Source: an optimization exercise on an open RTL-to-GDS flow (aim: a short achievable clock period and few clock cycles per item). Production flows keep margins and buffers that such runs may drop.
RTL that was checked went through simulation tests only; none was proved equivalent to the original.
Power and IR drop assume default switching activity.

==> inputs of v6 <==
Design lc4_cpu, start of the top module:
module lc4_cpu (
   input  logic        gwe,
   input  logic        i_rst_n,
   output logic [15:0] o_imem_addr,
   input  logic [15:0] i_imem_insn,
   output logic [15:0] o_dmem_addr,
   input  logic [15:0] i_dmem_rdata,
   output logic        o_dmem_we,
   output logic [15:0] o_dmem_wdata,
   output logic [15:0] o_wb_pc,
   output logic [15:0] o_wb_insn,
   output logic [1:0]  o_wb_bubble,
   output logic        o_wb_rf_we,
   output logic [2:0]  o_wb_rd,
   output logic [15:0] o_wb_rf_data,
   output logic        o_wb_nzp_we,
   output logic [2:0]  o_wb_nzp
);
Settings: LEC_CHECK=0, ABC_AREA=1, CAP_MARGIN=20, CORE_MARGIN=2, CORE_UTILIZATION=40, SETUP_SLACK_MARGIN=2.75, SLEW_MARGIN=20, SYNTH_HIERARCHICAL=1; clock period 5.0 ns.
run.sh (not shown) runs the stock make flow with config.mk's settings and CLKGATE_MAP_FILE= SYNTH_SCRIPT=/design/flow/synth_recipe.tcl, a recipe that flattens the netlist after the stock synthesis.
==> v29 (differences from v6) <==
--- a/flow/design.v
+++ b/flow/design.v
@@ -162,22 +162,19 @@
       .o_str    (d_str),
       .o_const  (),
       .o_br     (d_br),
       .o_imm    (d_imm)
    );
    lc4_rf_read i_rd_s (.i_sel(f_rs), .i_rf(rf), .i_wt(m_wr && (m_rd == f_rs)), .i_wt_val(m_val), .o_val(rs_v));
    lc4_rf_read i_rd_t (.i_sel(f_rt), .i_rf(rf), .i_wt(m_wr && (m_rd == f_rt)), .i_wt_val(m_val), .o_val(rt_v));
    lc4_rf_read i_rd_c (.i_sel(f_rc), .i_rf(rf), .i_wt(m_wr && (m_rd == f_rc)), .i_wt_val(m_val), .o_val(rc_v));
-   logic f_ra, f_rt_eq;
-   assign f_ra    = x_valid && x_we && (x_rd == f_rs);
-   assign f_rt_eq = x_valid && x_we && (x_rd == f_rt);
-   assign f_fa = f_ra && f_use_a;
-   assign f_fb = f_rt_eq && f_b_reg;
-   assign f_fc = x_valid && x_we && (x_rd == f_rc);
+   assign f_fa = x_valid && x_we && (x_rd == f_rs) && f_use_a;
+   assign f_fb = x_valid && x_we && (x_rd == f_rt) && f_b_reg;
+   assign f_fc = x_valid && x_we && (x_rd == f_rc) && f_str;
    assign pcp1 = pc_q + 16'd1;
    lc4_add9c i_tlo (.i_a(pc_q[8:0]), .i_b(insn[8:0]), .o_s(tlo));
    lc4_hi7 i_hi (.i_hi(pc_q[15:9]), .o_m1(hi_m1), .o_p1(hi_p1));
    logic          n_top, use_x, known;
    lc4_pkg::nzp_t nzp_other;
    lc4_neg_top i_neg_top (.i_a(x_a[15:12]), .i_b(x_b[15:12]), .i_is_and(x_is_and), .o_n(n_top));
    always_comb begin
       use_x     = x_valid && x_we && !x_is_load;
@@ -206,17 +203,17 @@
    );
    lc4_mux1 i_sel_mux  (.i_s(res_zero), .i_1(sel_z[1]),  .i_0(sel_z[0]),  .o_y(f_sel));
    lc4_mux1 i_pred_mux (.i_s(res_zero), .i_1(pred_z[1]), .i_0(pred_z[0]), .o_y(f_pred));
    lc4_target i_target (.i_insn(insn), .i_pc(pc_q), .o_target(target));
    assign pc_other = mispred ? redirect : (hold ? pc_q : pcp1);
    lc4_mux16 i_pc_mux (.i_s(f_sel), .i_1(target ^ lc4_pkg::RESET_PC), .i_0(pc_other ^ lc4_pkg::RESET_PC),
                        .o_y(pc_next_r));
    assign pc_q        = pc_r ^ lc4_pkg::RESET_PC;
-   assign o_imem_addr = pc_q;
+   lc4_pc_out i_pc_out (.gwe(gwe), .i_rst_n(i_rst_n), .i_d(pc_next_r), .o_pc(o_imem_addr));
    always_ff @(posedge gwe or negedge i_rst_n) begin
       if (!i_rst_n) begin
          pc_r     <= 16'h0000;
          nzp_q    <= 3'b010;
          x_valid  <= 1'b0;
          x_la     <= 1'b0;
          x_lb     <= 1'b0;
          x_lc     <= 1'b0;
@@ -279,17 +276,17 @@
          a_alt = x_la ? i_dmem_rdata : rf[x_insn[8:6]];
          b_alt = x_lb ? i_dmem_rdata : (d_b_reg ? rf[x_insn[2:0]] : d_imm);
          c_alt = x_lc ? i_dmem_rdata : rf[x_insn[11:9]];
       end else begin
          a_alt = f_const ? 16'h0000 : rs_v;
          b_alt = f_b_reg ? rt_v : f_imm;
          c_alt = rc_v;
       end
-      a_res = !hold && !f_const && f_ra;
+      a_res = !hold && !f_const && f_fa;
       b_res = !hold && f_b_reg && f_fb;
       c_res = !hold && f_fc;
    end
    lc4_fwd_mux i_fwd_a (.i_sum(sum), .i_and(andv), .i_is_and(x_is_and), .i_res(a_res), .i_alt(a_alt), .o_v(a_next));
    lc4_fwd_mux i_fwd_b (.i_sum(sum), .i_and(andv), .i_is_and(x_is_and), .i_res(b_res), .i_alt(b_alt), .o_v(b_next));
    lc4_fwd_mux i_fwd_c (.i_sum(sum), .i_and(andv), .i_is_and(x_is_and), .i_res(c_res), .i_alt(c_alt), .o_v(c_next));
    always_ff @(posedge gwe) begin
       x_we       <= hold ? d_we  : f_we;
@@ -546,16 +543,32 @@
 module lc4_mux10 (
    input  logic       i_s,
    input  logic [9:0] i_1,
    input  logic [9:0] i_0,
    output logic [9:0] o_y
 );
    assign o_y = i_s ? i_1 : i_0;
 endmodule
+module lc4_pc_out (
+   input  logic           gwe,
+   input  logic           i_rst_n,
+   input  lc4_pkg::word_t i_d,
+   output lc4_pkg::word_t o_pc
+);
+   lc4_pkg::word_t q;
+   always_ff @(posedge gwe or negedge i_rst_n) begin
+      if (!i_rst_n) begin
+         q <= 16'h0000;
+      end else begin
+         q <= i_d;
+      end
+   end
+   assign o_pc = q ^ lc4_pkg::RESET_PC;
+endmodule
 `timescale 1ns/1ps
 module lc4_cpu (
    input  logic        gwe,
    input  logic        i_rst_n,
    output logic [15:0] o_imem_addr,
    input  logic [15:0] i_imem_insn,
    output logic [15:0] o_dmem_addr,
    input  logic [15:0] i_dmem_rdata,
Settings changed: PLACE_DENSITY set to 0.5, SETUP_SLACK_MARGIN 2.75 to 3.0.
==> notes.md <==
metric                                                                          v6                        v29
Via-per-instance ratio                                                        5.36                       5.34
Hold Crit Start                                          i_lc4_processor.m_insn[0]  i_lc4_processor.m_insn[8]
Post-CTS Setup Repair Bufs                                                      48                        106
Wire length on met3                                                        11.2 mm                    9.99 mm
Leakage Power                                                              19.2 nW                    20.4 nW
Area enclosed by the die boundary                                     0.0798 sq mm               0.0806 sq mm
Run status                                                          finished clean             finished clean
Global-route wire length before repair                                      187 mm                     195 mm
Global routing met1 resource utilization                                     38.5%                      40.7%
Instance area after placement                                         0.0324 sq mm               0.0329 sq mm
Share of the core filled with cells in the final layout                      46.9%                      50.1%
Sequential cell count of the final layout                                      434                        450
Initial antenna violation count                                                  2                          1
Net Switching                                                              7.32 mW                    7.55 mW
Worst setup skew after layout                                            0.0205 ns                  0.0519 ns
Beginning of the worst register-to-register path           i_lc4_processor.x_a[14]    i_lc4_processor.x_b[14]
Share of total power in sequential cells                                     35.0%                      36.2%
Area taken by multi-input logic gates                                 0.0164 sq mm               0.0177 sq mm
WP data arrival                                                            1.31 ns                    1.23 ns
Combinational share of power                                                 41.2%                      40.2%
Reg2reg setup slack                                                        2.77 ns                    2.82 ns
Internal Dissipation                                                       9.54 mW                    9.93 mW
Testbench counts of v29, summed over its fixed seeds: cycles 52,398, instructions 51,200.
Function not checked in v6: the RTL went through the layout flow alone.

## separate check: timing with driven ports
The flow's constraints put no driver on any port. The routed layouts listed below were extracted and timed again, unchanged, in two steps.
Step 1 sets driving cells, clkbuf_16 on the clock port and buf_2 on the other inputs (assumed; they add their load-dependent delay and slew).
Step 2, shift: input delay + t, output delay - t, t = (earliest + latest rising clock arrival at the registers) / 2. This alone moves slack from input paths to output paths.
Slacks: ideal / step 1 / step 2; pairs: ideal / step 1.
| run | t, ns | slack for setup (ns) | slew at the worst register clock pin (ns) | worst data-port slew with drivers (ns) |
|---|---|---|---|---|
| v6 | 0.695 | 2.691 / 2.621 / 2.131 | 0.07 / 0.07 | 0.13 |
| v29 | 0.704 | 2.774 / 2.704 / 2.102 | 0.07 / 0.07 | 0.08 |
After both steps every run listed still meets setup and hold. The setup slack of v29, which loses most, moves by -0.070 ns with the drivers and by -0.672 ns with both steps.
